What follows belongs to an exercise in optimizing a design on an open flow for small area, a short achievable clock period and few clock cycles; a production flow would make more cautious choices. In this exercise RTL edits were held to simulation tests only and were not proved equivalent to the original.

==> design/flow/design.v <==
package tli_pkg;
    localparam int TABLE_DEPTH = 64;
    localparam int ADDR_W      = $clog2(TABLE_DEPTH);
    localparam int DATA_W      = 32;
    localparam int PIU_W       = 7;
    localparam int INDEX_W     = 6;
    localparam int STATUS_W    = 2;
    localparam int PADDR_W     = 3;
    localparam int PDATA_W     = 32;
    localparam int DIV_STAGES  = DATA_W / 2;    
    localparam logic OP_WRITE = 1'b0;
    localparam logic OP_QUERY = 1'b1;
    localparam logic [STATUS_W-1:0] STATUS_OK    = 2'd0;
    localparam logic [STATUS_W-1:0] STATUS_RANGE = 2'd1;
    localparam logic [STATUS_W-1:0] STATUS_SHORT = 2'd2;
endpackage
import tli_pkg::*;
module tli_ram (
    input  logic                                clk,
    input  logic                                wr_en,
    input  logic [tli_pkg::ADDR_W-1:0]          wr_addr,
    input  logic [tli_pkg::DATA_W-1:0]          wr_x,
    input  logic [tli_pkg::DATA_W-1:0]          wr_y,
    input  logic [tli_pkg::DATA_W-1:0]          cmp_e,
    input  logic [tli_pkg::ADDR_W-1:0]          cmp_last,
    output logic [tli_pkg::TABLE_DEPTH-1:1]     cmp_ext,     
    output logic                                cmp_found,   
    output logic                                cmp_range,   
    input  logic [tli_pkg::ADDR_W-1:0]          rd_seg,
    output logic [tli_pkg::DATA_W-1:0]          rd_x0,
    output logic [tli_pkg::DATA_W-1:0]          rd_y0,
    output logic [tli_pkg::DATA_W-1:0]          rd_x1,
    output logic [tli_pkg::DATA_W-1:0]          rd_y1
);
    localparam int HALF = TABLE_DEPTH / 2;
    logic [HALF-1:0][DATA_W-1:0] ex_q, ey_q;    
    logic [HALF-1:0][DATA_W-1:0] ox_q, oy_q;    
    genvar k;
    generate
        for (k = 0; k < HALF; k++) begin : g_row
            always_ff @(posedge clk) begin
                if (wr_en && wr_addr == ADDR_W'(2*k)) begin
                    ex_q[k] <= wr_x;
                    ey_q[k] <= wr_y;
                end
                if (wr_en && wr_addr == ADDR_W'(2*k+1)) begin
                    ox_q[k] <= wr_x;
                    oy_q[k] <= wr_y;
                end
            end
        end
    endgenerate
    logic [TABLE_DEPTH-1:0] lt, le;
    generate
        for (k = 0; k < HALF; k++) begin : g_cmp
            assign lt[2*k]   = (cmp_e <  ex_q[k]);
            assign le[2*k]   = (cmp_e <= ex_q[k]);
            assign lt[2*k+1] = (cmp_e <  ox_q[k]);
            assign le[2*k+1] = (cmp_e <= ox_q[k]);
        end
    endgenerate
    logic [TABLE_DEPTH-1:1] hit;
    generate
        for (k = 1; k < TABLE_DEPTH; k++) begin : g_hit
            assign hit[k]     = !lt[k-1] && le[k] && (ADDR_W'(k) <= cmp_last);
            assign cmp_ext[k] = hit[k] || (ADDR_W'(k) == cmp_last);
        end
    endgenerate
    assign cmp_found = |hit;
    assign cmp_range = lt[0] || !le[cmp_last];
    logic [ADDR_W-2:0] ea, oa;
    logic [ADDR_W-1:0] seg_m1;
    logic [DATA_W-1:0] ex, ey, ox, oy;
    assign seg_m1 = rd_seg - ADDR_W'(1);
    assign ea     = rd_seg[ADDR_W-1:1];
    assign oa     = seg_m1[ADDR_W-1:1];
    assign ex     = ex_q[ea];
    assign ey     = ey_q[ea];
    assign ox     = ox_q[oa];
    assign oy     = oy_q[oa];
    always_comb begin
        if (rd_seg[0]) begin
            rd_x0 = ex;  rd_y0 = ey;  rd_x1 = ox;  rd_y1 = oy;
        end else begin
            rd_x0 = ox;  rd_y0 = oy;  rd_x1 = ex;  rd_y1 = ey;
        end
    end
endmodule
import tli_pkg::*;
module tli_front (
    input  logic                          aclk,
    input  logic                          aresetn,
    input  logic                          psel,
    input  logic                          penable,
    input  logic                          pwrite,
    input  logic [tli_pkg::PADDR_W-1:0]   paddr,
    input  logic [tli_pkg::PDATA_W-1:0]   pwdata,
    output logic [tli_pkg::PDATA_W-1:0]   prdata,
    input  logic                          s_valid,
    input  logic                          s_ready,
    input  logic                          s_operation,
    input  logic [tli_pkg::INDEX_W-1:0]   s_point_index,
    input  logic [tli_pkg::DATA_W-1:0]    s_point_energy,
    input  logic [tli_pkg::DATA_W-1:0]    s_point_mu,
    input  logic [tli_pkg::DATA_W-1:0]    s_query_energy,
    input  logic                          adv,           
    output logic                          acc,           
    output logic                          c_valid,
    output logic                          c_write,
    output logic                          c_short,
    output logic [tli_pkg::ADDR_W-1:0]    c_last,
    output logic [tli_pkg::ADDR_W-1:0]    c_index,
    output logic [tli_pkg::DATA_W-1:0]    c_energy,
    output logic [tli_pkg::DATA_W-1:0]    c_mu
);
    logic [PIU_W-1:0] piu_q;
    logic [PIU_W-1:0] piu_d;
    logic [PIU_W-1:0] prd_q;
    logic             reg_wr;
    logic [PIU_W-1:0] n_eff;
    assign reg_wr = psel && penable && pwrite && !paddr[2];
    assign piu_d  = reg_wr ? pwdata[PIU_W-1:0] : piu_q;
    always_ff @(posedge aclk) begin
        if (!aresetn) begin
            piu_q <= '0;
            prd_q <= '0;
        end else begin
            piu_q <= piu_d;
            prd_q <= paddr[2] ? '0 : piu_d;
        end
    end
    assign prdata = PDATA_W'(prd_q);
    assign n_eff = (piu_q > PIU_W'(TABLE_DEPTH)) ? PIU_W'(TABLE_DEPTH) : piu_q;
    assign acc   = s_valid && s_ready;
    always_ff @(posedge aclk) begin
        if (!aresetn) begin
            c_valid <= 1'b0;
        end else if (adv) begin
            c_valid <= acc;
        end
        if (acc) begin
            c_write  <= (s_operation == OP_WRITE);
            c_short  <= (n_eff < PIU_W'(2));
            c_last   <= ADDR_W'(n_eff - PIU_W'(1));
            c_index  <= s_point_index;
            c_energy <= (s_operation == OP_WRITE) ? s_point_energy : s_query_energy;
            c_mu     <= s_point_mu;
        end
    end
endmodule
import tli_pkg::*;
module tli_div_stage (
    input  logic                        aclk,
    input  logic                        aresetn,
    input  logic                        en,
    input  logic                        i_valid,
    input  logic [2+2+tli_pkg::DATA_W-1:0] i_side,
    input  logic [2*tli_pkg::DATA_W-1:0]   i_z,
    input  logic [tli_pkg::DATA_W-1:0]     i_dx,
    input  logic [tli_pkg::DATA_W+1:0]     i_dx3,
    output logic                        o_valid,
    output logic [2+2+tli_pkg::DATA_W-1:0] o_side,
    output logic [2*tli_pkg::DATA_W-1:0]   o_z,
    output logic [tli_pkg::DATA_W-1:0]     o_dx,
    output logic [tli_pkg::DATA_W+1:0]     o_dx3
);
    logic [DATA_W+1:0] w;
    logic [DATA_W+2:0] t1, t2, t3;
    logic [1:0]        q;
    logic [DATA_W-1:0] r;
    assign w  = i_z[2*DATA_W-1:DATA_W-2];
    assign t1 = {1'b0, w} - {3'b0, i_dx};
    assign t2 = {1'b0, w} - {2'b0, i_dx, 1'b0};
    assign t3 = {1'b0, w} - {1'b0, i_dx3};
    always_comb begin
        if (!t3[DATA_W+2]) begin
            q = 2'd3;  r = t3[DATA_W-1:0];
        end else if (!t2[DATA_W+2]) begin
            q = 2'd2;  r = t2[DATA_W-1:0];
        end else if (!t1[DATA_W+2]) begin
            q = 2'd1;  r = t1[DATA_W-1:0];
        end else begin
            q = 2'd0;  r = w[DATA_W-1:0];
        end
    end
    always_ff @(posedge aclk) begin
        if (!aresetn) begin
            o_valid <= 1'b0;
        end else if (en) begin
            o_valid <= i_valid;
        end
        if (en) begin
            o_side <= i_side;
            o_z    <= {r, i_z[DATA_W-3:0], q};
            o_dx   <= i_dx;
            o_dx3  <= i_dx3;
        end
    end
endmodule
module tli_back (
    input  logic                          aclk,
    input  logic                          aresetn,
    input  logic                          acc,
    input  logic                          acc_write,
    input  logic                          c_valid,
    input  logic                          c_write,
    input  logic                          c_short,
    input  logic [tli_pkg::ADDR_W-1:0]    c_last,
    input  logic [tli_pkg::ADDR_W-1:0]    c_index,
    input  logic [tli_pkg::DATA_W-1:0]    c_energy,
    input  logic [tli_pkg::DATA_W-1:0]    c_mu,
    output logic                          adv,
    output logic                          s_ready,
    output logic                          m_valid,
    input  logic                          m_ready,
    output logic [tli_pkg::DATA_W-1:0]    m_mu_result,
    output logic [tli_pkg::STATUS_W-1:0]  m_status
);
    localparam int SIDE_W = 2 + STATUS_W + DATA_W;    
    logic [TABLE_DEPTH-1:1] ext;
    logic                   found, range_err;
    logic [DATA_W-1:0]      rd_x0, rd_y0, rd_x1, rd_y1;
    logic                   r1_valid, r1_write, r1_short, r1_range, r1_found;
    logic [TABLE_DEPTH-1:1] r1_ext;
    logic [ADDR_W-1:0]      r1_index;
    logic [DATA_W-1:0]      r1_energy, r1_mu;
    logic                   r2_valid, r2_write, r2_found;
    logic [STATUS_W-1:0]    r2_status;
    logic [ADDR_W-1:0]      r2_seg;
    logic [DATA_W-1:0]      r2_energy, r2_mu;
    logic                   r3_valid, r3_zero, r3_found;
    logic [STATUS_W-1:0]    r3_status;
    logic [DATA_W-1:0]      r3_x0, r3_x1, r3_y0, r3_y1, r3_energy;
    logic                   r4_valid, r4_special, r4_neg;
    logic [STATUS_W-1:0]    r4_status;
    logic [DATA_W-1:0]      r4_off, r4_dy, r4_dx, r4_base;
    logic                   r5_valid, r5_special, r5_neg;
    logic [STATUS_W-1:0]    r5_status;
    logic [3:0][DATA_W+7:0] r5_pp;
    logic [DATA_W-1:0]      r5_dx, r5_base;
    logic [DATA_W+1:0]      r5_dx3;
    tli_ram u_table (
        .clk       (aclk),
        .wr_en     (r2_valid && r2_write),
        .wr_addr   (r2_seg),
        .wr_x      (r2_energy),
        .wr_y      (r2_mu),
        .cmp_e     (c_energy),
        .cmp_last  (c_last),
        .cmp_ext   (ext),
        .cmp_found (found),
        .cmp_range (range_err),
        .rd_seg    (r2_seg),
        .rd_x0     (rd_x0),
        .rd_y0     (rd_y0),
        .rd_x1     (rd_x1),
        .rd_y1     (rd_y1)
    );
    always_ff @(posedge aclk) begin
        if (!aresetn) begin
            r1_valid <= 1'b0;
        end else if (adv) begin
            r1_valid <= c_valid;
        end
        if (adv) begin
            r1_write  <= c_write;
            r1_short  <= c_short;
            r1_range  <= range_err;
            r1_found  <= found;
            r1_ext    <= ext;
            r1_index  <= c_index;
            r1_energy <= c_energy;
            r1_mu     <= c_mu;
        end
    end
    logic [7:0]        grp_any;
    logic [2:0]        grp_sel;
    logic [7:0]        grp_bits;
    logic [2:0]        bit_sel;
    logic [63:0]       ext_full;
    assign ext_full = {r1_ext, 1'b0};
    always_comb begin
        for (int g = 0; g < 8; g++) begin
            grp_any[g] = |ext_full[8*g +: 8];
        end
        grp_sel = 3'd7;
        for (int g = 6; g >= 0; g--) begin
            if (grp_any[g]) grp_sel = 3'(g);
        end
        grp_bits = ext_full[8*grp_sel +: 8];
        bit_sel = 3'd7;
        for (int b = 6; b >= 0; b--) begin
            if (grp_bits[b]) bit_sel = 3'(b);
        end
    end
    always_ff @(posedge aclk) begin
        if (!aresetn) begin
            r2_valid <= 1'b0;
        end else if (adv) begin
            r2_valid <= r1_valid;
        end
        if (adv) begin
            r2_write  <= r1_write;
            r2_found  <= r1_found;
            r2_status <= r1_write ? STATUS_OK :
                         r1_short ? STATUS_SHORT :
                         r1_range ? STATUS_RANGE : STATUS_OK;
            r2_seg    <= r1_write ? r1_index : {grp_sel, bit_sel};
            r2_energy <= r1_energy;
            r2_mu     <= r1_mu;
        end
    end
    always_ff @(posedge aclk) begin
        if (!aresetn) begin
            r3_valid <= 1'b0;
        end else if (adv) begin
            r3_valid <= r2_valid;
        end
        if (adv) begin
            r3_zero   <= r2_write || (r2_status != STATUS_OK);
            r3_status <= r2_status;
            r3_found  <= r2_found;
            r3_x0     <= rd_x0;
            r3_x1     <= rd_x1;
            r3_y0     <= rd_y0;
            r3_y1     <= rd_y1;
            r3_energy <= r2_energy;
        end
    end
    logic [DATA_W:0]   dy_up;
    logic [DATA_W-1:0] dy_down;
    logic              neg;
    assign dy_up   = {1'b0, r3_y1} - {1'b0, r3_y0};
    assign dy_down = r3_y0 - r3_y1;
    assign neg     = dy_up[DATA_W];
    always_ff @(posedge aclk) begin
        if (!aresetn) begin
            r4_valid <= 1'b0;
        end else if (adv) begin
            r4_valid <= r3_valid;
        end
        if (adv) begin
            r4_special <= r3_zero || !r3_found || (r3_x1 == r3_x0);
            r4_neg     <= neg;
            r4_status  <= r3_status;
            r4_off     <= r3_energy - r3_x0;
            r4_dy      <= neg ? dy_down : dy_up[DATA_W-1:0];
            r4_dx      <= r3_x1 - r3_x0;
            r4_base    <= r3_zero ? '0 : (r3_found ? r3_y0 : r3_y1);
        end
    end
    always_ff @(posedge aclk) begin
        if (!aresetn) begin
            r5_valid <= 1'b0;
        end else if (adv) begin
            r5_valid <= r4_valid;
        end
        if (adv) begin
            r5_special <= r4_special;
            r5_neg     <= r4_neg;
            r5_status  <= r4_status;
            for (int p = 0; p < 4; p++) begin
                r5_pp[p] <= (DATA_W+8)'(r4_off) * (DATA_W+8)'(r4_dy[8*p +: 8]);
            end
            r5_dx      <= r4_dx;
            r5_dx3     <= {2'b0, r4_dx} + {1'b0, r4_dx, 1'b0};
            r5_base    <= r4_base;
        end
    end
    logic [DIV_STAGES:0]                       d_valid;
    logic [DIV_STAGES:0][SIDE_W-1:0]           d_side;
    logic [DIV_STAGES:0][2*DATA_W-1:0]         d_z;
    logic [DIV_STAGES:0][DATA_W-1:0]           d_dx;
    logic [DIV_STAGES:0][DATA_W+1:0]           d_dx3;
    logic                r6_valid;
    logic [SIDE_W-1:0]   r6_side;
    logic [2*DATA_W-1:0] r6_z;
    logic [DATA_W-1:0]   r6_dx;
    logic [DATA_W+1:0]   r6_dx3;
    always_ff @(posedge aclk) begin
        if (!aresetn) begin
            r6_valid <= 1'b0;
        end else if (adv) begin
            r6_valid <= r5_valid;
        end
        if (adv) begin
            r6_side <= {r5_special, r5_neg, r5_status, r5_base};
            r6_z    <= (2*DATA_W)'(r5_pp[0])
                     + ((2*DATA_W)'(r5_pp[1]) << 8)
                     + ((2*DATA_W)'(r5_pp[2]) << 16)
                     + ((2*DATA_W)'(r5_pp[3]) << 24);
            r6_dx   <= r5_dx;
            r6_dx3  <= r5_dx3;
        end
    end
    assign d_valid[0] = r6_valid;
    assign d_side[0]  = r6_side;
    assign d_z[0]     = r6_z;
    assign d_dx[0]    = r6_dx;
    assign d_dx3[0]   = r6_dx3;
    genvar s;
    generate
        for (s = 0; s < DIV_STAGES; s++) begin : g_div
            tli_div_stage u_stage (
                .aclk    (aclk),
                .aresetn (aresetn),
                .en      (adv),
                .i_valid (d_valid[s]),
                .i_side  (d_side[s]),
                .i_z     (d_z[s]),
                .i_dx    (d_dx[s]),
                .i_dx3   (d_dx3[s]),
                .o_valid (d_valid[s+1]),
                .o_side  (d_side[s+1]),
                .o_z     (d_z[s+1]),
                .o_dx    (d_dx[s+1]),
                .o_dx3   (d_dx3[s+1])
            );
        end
    endgenerate
    logic                f_special, f_neg;
    logic [STATUS_W-1:0] f_status;
    logic [DATA_W-1:0]   f_base, f_quo, f_mu;
    logic                push, pop;
    logic                skid_valid;
    logic [DATA_W-1:0]   skid_mu;
    logic [STATUS_W-1:0] skid_status;
    logic                out_valid;
    logic                skid_valid_d;
    logic [1:0]          cool_q, cool_d;
    assign {f_special, f_neg, f_status, f_base} = d_side[DIV_STAGES];
    assign f_quo = d_z[DIV_STAGES][DATA_W-1:0];
    assign f_mu  = f_special ? f_base : (f_neg ? f_base - f_quo : f_base + f_quo);
    assign adv  = !skid_valid;
    assign push = adv && d_valid[DIV_STAGES];
    assign pop  = out_valid && m_ready;
    always_comb begin
        skid_valid_d = skid_valid;
        if (!out_valid || pop) begin
            skid_valid_d = 1'b0;
        end else if (push) begin
            skid_valid_d = 1'b1;
        end
    end
    always_comb begin
        if (acc && acc_write) begin
            cool_d = 2'd2;
        end else if (adv && cool_q != 2'd0) begin
            cool_d = cool_q - 2'd1;
        end else begin
            cool_d = cool_q;
        end
    end
    always_ff @(posedge aclk) begin
        if (!aresetn) begin
            out_valid  <= 1'b0;
            skid_valid <= 1'b0;
            s_ready    <= 1'b0;
            cool_q     <= 2'd0;
        end else begin
            skid_valid <= skid_valid_d;
            cool_q     <= cool_d;
            s_ready    <= !skid_valid_d && (cool_d == 2'd0);
            if (!out_valid || pop) begin
                out_valid <= skid_valid || push;
            end
        end
        if (!out_valid || pop) begin
            if (skid_valid) begin
                m_mu_result <= skid_mu;
                m_status    <= skid_status;
            end else if (push) begin
                m_mu_result <= f_mu;
                m_status    <= f_status;
            end
        end
        if (push && out_valid && !pop) begin
            skid_mu     <= f_mu;
            skid_status <= f_status;
        end
    end
    assign m_valid = out_valid;
endmodule
import tli_pkg::*;
module table_linear_interpolator_core (
    input  logic                          aclk,
    input  logic                          aresetn,
    input  logic                          psel,
    input  logic                          penable,
    input  logic                          pwrite,
    input  logic [tli_pkg::PADDR_W-1:0]   paddr,
    input  logic [tli_pkg::PDATA_W-1:0]   pwdata,
    output logic [tli_pkg::PDATA_W-1:0]   prdata,
    output logic                          pready,
    input  logic                          s_valid,
    output logic                          s_ready,
    input  logic                          s_operation,
    input  logic [tli_pkg::INDEX_W-1:0]   s_point_index,
    input  logic [tli_pkg::DATA_W-1:0]    s_point_energy,
    input  logic [tli_pkg::DATA_W-1:0]    s_point_mu,
    input  logic [tli_pkg::DATA_W-1:0]    s_query_energy,
    output logic                          m_valid,
    input  logic                          m_ready,
    output logic [tli_pkg::DATA_W-1:0]    m_mu_result,
    output logic [tli_pkg::STATUS_W-1:0]  m_status
);
    logic                          adv;
    logic                          acc;
    logic                          c_valid, c_write, c_short;
    logic [tli_pkg::ADDR_W-1:0]    c_last, c_index;
    logic [tli_pkg::DATA_W-1:0]    c_energy, c_mu;
    assign pready = 1'b1;
    tli_front u_front (
        .aclk           (aclk),
        .aresetn        (aresetn),
        .psel           (psel),
        .penable        (penable),
        .pwrite         (pwrite),
        .paddr          (paddr),
        .pwdata         (pwdata),
        .prdata         (prdata),
        .s_valid        (s_valid),
        .s_ready        (s_ready),
        .s_operation    (s_operation),
        .s_point_index  (s_point_index),
        .s_point_energy (s_point_energy),
        .s_point_mu     (s_point_mu),
        .s_query_energy (s_query_energy),
        .adv            (adv),
        .acc            (acc),
        .c_valid        (c_valid),
        .c_write        (c_write),
        .c_short        (c_short),
        .c_last         (c_last),
        .c_index        (c_index),
        .c_energy       (c_energy),
        .c_mu           (c_mu)
    );
    tli_back u_back (
        .aclk        (aclk),
        .aresetn     (aresetn),
        .acc         (acc),
        .acc_write   (s_operation == tli_pkg::OP_WRITE),
        .c_valid     (c_valid),
        .c_write     (c_write),
        .c_short     (c_short),
        .c_last      (c_last),
        .c_index     (c_index),
        .c_energy    (c_energy),
        .c_mu        (c_mu),
        .adv         (adv),
        .s_ready     (s_ready),
        .m_valid     (m_valid),
        .m_ready     (m_ready),
        .m_mu_result (m_mu_result),
        .m_status    (m_status)
    );
endmodule
==> design/flow/run.sh <==
#!/bin/bash
# synth_recipe.tcl (not shown) runs the flow's synth.tcl, then flattens the netlist and writes it again
# the make line also repeats each setting of config.mk as NAME=value (left out here)
make -C /OpenROAD-flow-scripts/flow DESIGN_CONFIG=/design/flow/config.mk WORK_HOME=/design/flow/orfs CLKGATE_MAP_FILE= SYNTH_SCRIPT=/design/flow/synth_recipe.tcl finish
==> design/flow/config.mk <==
export PLATFORM = sky130hd
export DESIGN_NAME = table_linear_interpolator_core
export DESIGN_NICKNAME = table_linear_interpolator_core
export VERILOG_FILES = /design/flow/design.v
export SDC_FILE = /design/flow/constraint.sdc
export NUM_CORES = 4
export LEC_CHECK = 0
export CAP_MARGIN = 20
export CORE_MARGIN = 2
export CORE_UTILIZATION = 45
export SLEW_MARGIN = 20
export SYNTH_MEMORY_MAX_BITS = 8192
==> design/flow/constraint.sdc <==
create_clock -name core_clock -period 10.0 [get_ports {aclk}]
set_input_delay 2.0000 -clock core_clock [delete_from_list [all_inputs] [get_ports {aclk}]]
set_output_delay 2.0000 -clock core_clock [all_outputs]
set_load 0.01 [all_outputs]
==> impl_metrics.tcl <==
set metrics [dict create \
    clk_latency_ns 1.18 \
    dr.pass1.iters 8 \
    finalNonFillerCells 51100 \
    grt_pass1_wl_um 2020000 \
    via_count 300000 \
    synth_compound_area_share_pct 10.9 \
    cp_slowest_cell "a221oi_1" \
    portBuffers 160 \
    grt_max_degree 191 \
    slew_violations 0 \
    yosys_warnings 4 \
    drtIter0Drc 32400 \
    cts_resized 0 \
    final_util_pct 50.1 \
    skew_ns 0.157 \
    avgViaCountPerCell 5.88 \
    placed_cells 49400 \
    synth_top_area_cell "edfxtp_1" \
    avgRoutedWirePerCell_um 27.6 \
    dp_hpwl_um 1020000 \
    grt_use_total_pct 27.1 \
    fin_crit_sh_pct 84.2 \
    asyncSetResetFlopFracSynth_pct 0 \
    ys_seq_area_share_pct 51.5 \
    status "complete, no violations" \
    synth_fa_ha_area_share_pct 14.9 \
    rsz0062_at_grt "false" \
    ios 214 \
    synth-simple-area-share_pct 7.70 \
    grt_pass1_vias 300000 \
    syn_inst 36200 \
    synth_top_area_share_pct 51.3 \
    slew-limit-headroom_pct 8.97 \
    core_area_sq_um 1000000 \
    area_growth_pct 11.1 \
    drtAntennaViolNets 0 \
    cts_hold_buf 0 \
    fin_area_sq_um 502000 \
    die_x_um 1010 \
    place_area_sq_um 473000 \
    fin_nets 42000 \
    finalSetupTns_ns 0 \
    critPathLaunchType "flop" \
    worst_slew_pin_slew_ns 1.35 \
    period_needed_ns 8.42 \
    drc 0 \
    ys_ff_latch 7759 \
    syn-cell-area_sq_um 452000 \
    clkTransAtPathRegs_ns 0.06 \
    clock_sinks 7759 \
    cp-end-kind "flop" \
    place_congestion 0.960 \
    cap_violations 0 \
    ys.flop_type "edfxtp_1" \
    routed_wl_um 1410000 \
    cts_made_buffers 856 \
    cts_buffer_depth 5 \
    hold_class "reg2reg" \
    yosys-mux-area-fraction_pct 7.62 \
    required_ns 10.80 \
    root_buffer "clkbuf_16" \
    hold_viol_final 0 \
    fmax_ghz 0.119 \
    critPathMaxStageDelay_ns 0.72 \
    setup_viol 0 \
    grt-ovfl-total 0 \
    synth_top_family_by_area "adder cells" \
    path_class "reg2reg" \
    cts_tree "done" \
    synth_cell_types 103 \
    antenna_found_initial 130 \
    cp.arrival_ns 9.22 \
    synthTopCellsByArea "edfxtp_1 51%, ha_1 11%, mux4_2 5.8%, inv_1 3.7%, fa_1 3.5%" \
    synth_edf_count 7717 \
    critPathMaxFanout 5 \
    initial_utilization_pct 45.1 \
    syn_area_per_cell_sq_um 12.5 \
    drive_gt1_share_pct 9.52 \
    post_cts.repair.setup_buffers 0 \
    dieArea_sq_um 1010000 \
    synth-xor-area-share_pct 2.88 \
    fillers 86100 \
    htreeDepth 6 \
    die_h_um 1010 \
    num_rows 368 \
]
[worst max-delay path, delay by kind of cell (launching register included)]
family,cells,cell delay (ns)
AOI/OAI and AO/OA,17,4.90
DFF,1,0.37
xor gates and xnor gates,2,0.42
and+or+nand+nor,6,0.97
adders and majority gates,4,1.39
buffers and inverters,1,0.06
[synth_stat cells, types with 407 or more instances]
| master | number |
|---|---|
| edfxtp_1 | 7717 |
| inv_1 | 4433 |
| ha_1 | 4122 |
| a21oi_1 | 2137 |
| nand2_1 | 1831 |
| nor2_1 | 1606 |
| a21o_1 | 1490 |
| o21ai_0 | 1423 |
| mux4_2 | 1167 |
| xnor2_1 | 968 |
| fa_1 | 798 |
| clkbuf_1 | 728 |
| mux2i_1 | 645 |
| and2_1 | 640 |
| nand4_1 | 518 |
| xor2_1 | 518 |
| nor2b_1 | 455 |
| nand3_1 | 451 |
| nor3_1 | 407 |
[final cells by class]
type	count	area (sq um)	area share, %
Antenna cell	135	338	0.0673
Clock buffer	1016	22200	4.42
Clock inverter	548	6050	1.21
Inverter	4437	16700	3.32
Multi-Input combinational cell	23100	200000	39.9
Sequential cell	7759	233000	46.3
Tap cell	13300	16700	3.32
Timing Repair Buffer	809	7180	1.43
[state kept, by name (all words and copies together), names as in the netlist, 34 cells and up]
register,count
u_back.g_div.u_stage.o_dx,480
u_back.g_div.u_stage.o_dx3,495
u_back.g_div.u_stage.o_side,576
u_back.g_div.u_stage.o_z,992
u_back.r1_ext,62
u_back.r5_dx3,34
u_back.r5_pp,160
u_back.r6_dx3,34
u_back.r6_side,36
u_back.r6_z,64
u_back.u_table.ex_q,1024
u_back.u_table.ey_q,1024
u_back.u_table.ox_q,1024
u_back.u_table.oy_q,1024
[kinds of logic (layout without fill, tap and decap cells)]
kind of cell | Yosys count | in the layout
compound gates | 7616 | 7616
xor+xnor | 1486 | 1486
fa+ha+maj | 4920 | 4920
buf+inv | 5377 | 6810
flops | 7759 | 7759
mux | 1963 | 1963
other cells | 2 | 161
simple gates | 7040 | 7040
[through the flow]
step	setup WS, ns	hold slack (ns)
floorplan	0.0362	0.400
global placement	1.47	0.400
detailed placement	1.65	0.405
CTS	1.54	0.381
global route	1.11	0.391
finish	1.58	0.386
[layout by cell type, fill, tap and decap left out, types with 450 or more instances in the layout]
| cell type | n |
|---|---|
| ha_1 | 4121 |
| nand3_1 | 450 |
| nand2_1 | 1829 |
| xnor2_1 | 962 |
| and2_1 | 640 |
| mux4_2 | 1167 |
| inv_1 | 4431 |
| a21o_1 | 1489 |
| a21oi_1 | 2128 |
| buf_4 | 592 |
| fa_1 | 798 |
| xor2_1 | 515 |
| mux2i_1 | 620 |
| edfxtp_1 | 7717 |
| o21ai_0 | 1413 |
| clkbuf_16 | 862 |
| nand4_1 | 518 |
| nor2_1 | 1539 |
| nor2b_1 | 455 |
[per-layer routing]
layer / vias up / global-route usage, % / part of all wire (%)
met5: - / 0 / 0.011
met2: 11400 / 43.5 / 46
met3: 2304 / 5.14 / 8.5
li1: 136000 / - / -
met4: 24 / 11.6 / 5.0
met1: 151000 / 36.3 / 41
[final timing paths]
| kind | depth (start not counted) | slack [ns] | end | startpoint |
|---|---|---|---|---|
| setup / recovery | 30 | 1.58 | u_back.r6_z[62] | u_back.r5_pp[8] |
| hold reg to reg | 0 | 0.39 | u_back.g_div[10].u_stage.o_z[26] | u_back.g_div[9].u_stage.o_z[24] |
| hold / removal | 0 | 0.39 | u_back.g_div[10].u_stage.o_z[26] | u_back.g_div[9].u_stage.o_z[24] |
| setup reg to reg | 30 | 1.58 | u_back.r6_z[62] | u_back.r5_pp[8] |
Testbench counts, summed over its fixed seeds: cycles 2,688.

## what the ideal ports hide
No port has a modelled driver above. Below, the same layout with a new extraction and two added sets of constraints. Step 1, drivers: a clkbuf_16 drives aclk and a buf_2 each remaining input, both assumed. Step 2 moves the port delays by t, midway between the first and last clock arrival at a register: inputs arrive t later, outputs are due t later. That takes back most of the time a late clock gives input paths. a / b / c = ideal / step 1 / step 2; a / b = the first two.
shift t [ns]: 1.256
setup WS [ns]: 1.582 / 1.582 / 1.582
hold slack, ns: 0.386 / 0.386 / 0.386
pins driven straight from the clock port: 1
After both steps this run still meets setup and hold. The setup slack of this run moves by 0.000 ns with the drivers and by 0.000 ns with both steps.
